This is an optimization exercise on Yosys and OpenROAD, whose aim is small area, a short achievable clock period and few clock cycles, not a production implementation. Function was checked by simulation only, so behaviour that the tests miss may differ from the original.

Setup of v10:
==> flow/design.v (excerpt) <==
module ellipse_generator (
  input  logic        clk,
  input  logic        reset,
  input  logic        enable,
  input  logic        run,
  input  logic        ena_pause,
  input  logic [1:0]  quadrant,
  input  logic [11:0] xc,
  input  logic [11:0] yc,
  input  logic [11:0] xr,
  input  logic [11:0] yr,
  output logic        busy,
  output logic        pixel_data_rdy,
  output logic        ellipse_complete,
  output logic [11:0] x_coord,
  output logic [11:0] y_coord
);
  localparam int ST_IDLE  = 0;
  localparam int ST_POINT = 1;
  localparam int ST_PASS  = 2;
  localparam int ST_I1    = 3;
  localparam int ST_I2    = 4;
  localparam int ST_ARC   = 5;
  localparam int ST_FLAT  = 6;
  localparam int ST_DONE  = 7;
  logic [7:0]         st;         
  logic               half;       
  logic signed [11:0] rm, rn;     
  logic [11:0]        cxr, cyr;   
  logic [1:0]         quad;
  logic [3:0]         cnt;        
  logic signed [11:0] lx, ly;     
  logic signed [34:0] P;          
  logic               alpha_r, beta_r;
  logic signed [34:0] A;          
  ...
For scale: roughly 3,000 cells after synthesis, roughly 290 flip-flops, roughly 82 I/O pins.
clock: 8.5 ns
lec_check: 0
cap_margin: 20
core_margin: 2
core_utilization: 65
setup_slack_margin: 3.5
slew_margin: 20
run.sh (not shown) runs the stock make flow with config.mk's settings and CLKGATE_MAP_FILE= SYNTH_SCRIPT=/design/flow/synth_recipe.tcl, a recipe that flattens the netlist after the stock synthesis.
v10 finished end to end and its layout was clean on timing, DRC and antenna.
Testbench counts of v10, summed over its fixed seeds: cycles 112,045.
Changes in v39 relative to v10:
Settings: CORE_UTILIZATION now 70, was 65; ABC_AREA now 1, previously not set; SETUP_SLACK_MARGIN now 4.0, was 3.5.
[summary]
- Count of clock-buffer cells in the layout was lower in v39 than in v10.
- Sort v39 and v10 by maximum operating frequency, descending, and v39 comes first.
- The higher global-route track usage on met3 came out of v39.
- The number of setup buffers added after CTS number comes out higher for v39 vs v10.
## Diff of input files: v22 against v39
Settings: CORE_UTILIZATION changed from 70 to 65; SETUP_SLACK_MARGIN changed from 4.0 to 4.5.
Findings:
- v22: aborted in global routing (5_1_grt) (tool error)
- Between v22 and v39, it is v22 whose final weighted congestion of routability-driven global placement is lower, by 6.1%.
- Re initial cell density of the core: v22 and v39 aren't equal, and the lower value belongs to v22.
- The pre-CTS setup slack of v22 exceeds that of v39 by 0.076 ns.
- Comparing v22 and v39, overall die height is lower on v39.
- On number of gates given a new drive strength after cts, the higher figure sits with v22, not v39.
- Diff v39 -> v22: number of rows created at floorplan rose by 2; instance area after placement went up by 0.59%; post-DP HPWL higher; deepest clock path buffer count flat.
- Delta (v22 minus v39): number of cells after detailed placement up 14, number of synthesized flops with an enable pin flat.
The inputs of v48 differ from those of v22 as listed below.
Settings: ABC_AREA: 1 -> unset; SETUP_SLACK_MARGIN: 4.5 -> 3.0; CORE_UTILIZATION: 65 -> 55.
Results
Compared with v22, v48 shows minimum setup slack after placement lower by 1.05 ns.
When v48 is measured against v22, its buffer count from post-CTS setup fixing turns out 212 lower.
Per the final summary, v48 finished and its layout is clean on timing, DRC and antenna.
In the flow results for v22 and v48, the total half-perimeter wirelength after legalization and detailed placement is larger on v48.
Higher post-cts sizing count goes to v22 over v48.
For the number of buffers created by CTS, v48 came in 2.7% higher than v22 did.
Diff v22..v48 | clock tree buffer depth | unchanged
Across both runs, post-synthesis xor/xnor area fraction was higher for v48 than for v22.
Area of the mapped netlist deteriorates in v48 relative to v22.
Cmp v48 vs v22: initial core utilization lower in v48
Sort v22 and v48 by width of the die desc -> top: v48
Sort v22 and v48 by count of placed standard cells including taps desc -> top: v22

---

Starting RTL as in the previous note.
clock: 8.5 ns
lec_check: 0
abc_area: 1
cap_margin: 20
core_margin: 2
core_utilization: 65
setup_slack_margin: 4.0
slew_margin: 20
Testbench counts at the start, summed over its fixed seeds: cycles 112,045.
Then changed:
- ABC_AREA: 1 -> not set
- CORE_UTILIZATION: 65 -> 55
- SETUP_SLACK_MARGIN: 4.0 -> not set
First-iteration DRC count falls by 40%; global-route usage goes down by 9.6 points; die area rises by 22%; cell count came out lower by 6.9%.

---

Starting RTL as in the previous note.
clock: 8.5 ns
lec_check: 0
abc_area: 1
cap_margin: 20
core_margin: 2
core_utilization: 65
setup_slack_margin: 3.5
slew_margin: 20
Testbench counts at the start, summed over its fixed seeds: cycles 112,045.
Then changed:
CORE_UTILIZATION = 62   (was 65)
SETUP_SLACK_MARGIN = 4.25   (was 3.5)
Routed wire length went up by about 14%.
Hold slack is worse by 24 ps.
Cell area went up by about 12%.
Area after synthesis is unchanged.

==> afterwards: timing with drivers on the ports <==
How much do the figures lean on ideal ports? The routed layouts below were timed once more, with nothing changed but the port constraints. Step 1 assumes that a clkbuf_16 drives the clock port and a buf_2 every other input. Step 2 also shifts input and output timing later by t, the mid clock arrival at the registers, as if the neighbouring blocks saw the same clock. Three values: no drivers, after step 1, after step 2; two values: the first two.
run | t, ns | setup WS [ns] | worst setup path at the end | clock arrival spread, ns | worst slew at a driven data input, ns
v10 | 0.637 | 3.520 / 3.520 / 3.007 | input to register | 0.034 / 0.035 | 0.07
v39 | 0.646 | 3.872 / 3.872 / 3.281 | input to register | 0.026 / 0.026 | 0.07
v48 | 0.636 | 3.078 / 3.077 / 2.573 | input to register | 0.026 / 0.026 | 0.08
the first run of note 2 | 0.631 | 3.908 / 3.908 / 3.309 | input to register | 0.030 / 0.030 | 0.08
the second run of note 2 | 0.641 | 1.969 / 2.007 / 1.366 | input to register | 0.020 / 0.020 | 0.07
the first run of note 3 | 0.632 | 3.567 / 3.567 / 3.063 | input to register | 0.024 / 0.024 | 0.07
the second run of note 3 | 0.655 | 3.915 / 3.915 / 3.414 | input to register | 0.018 / 0.017 | 0.07
After both steps setup and hold are still met in every run listed. The setup slack of the second run of note 2, which loses most, moves by +0.038 ns with the drivers and by -0.603 ns with both steps.
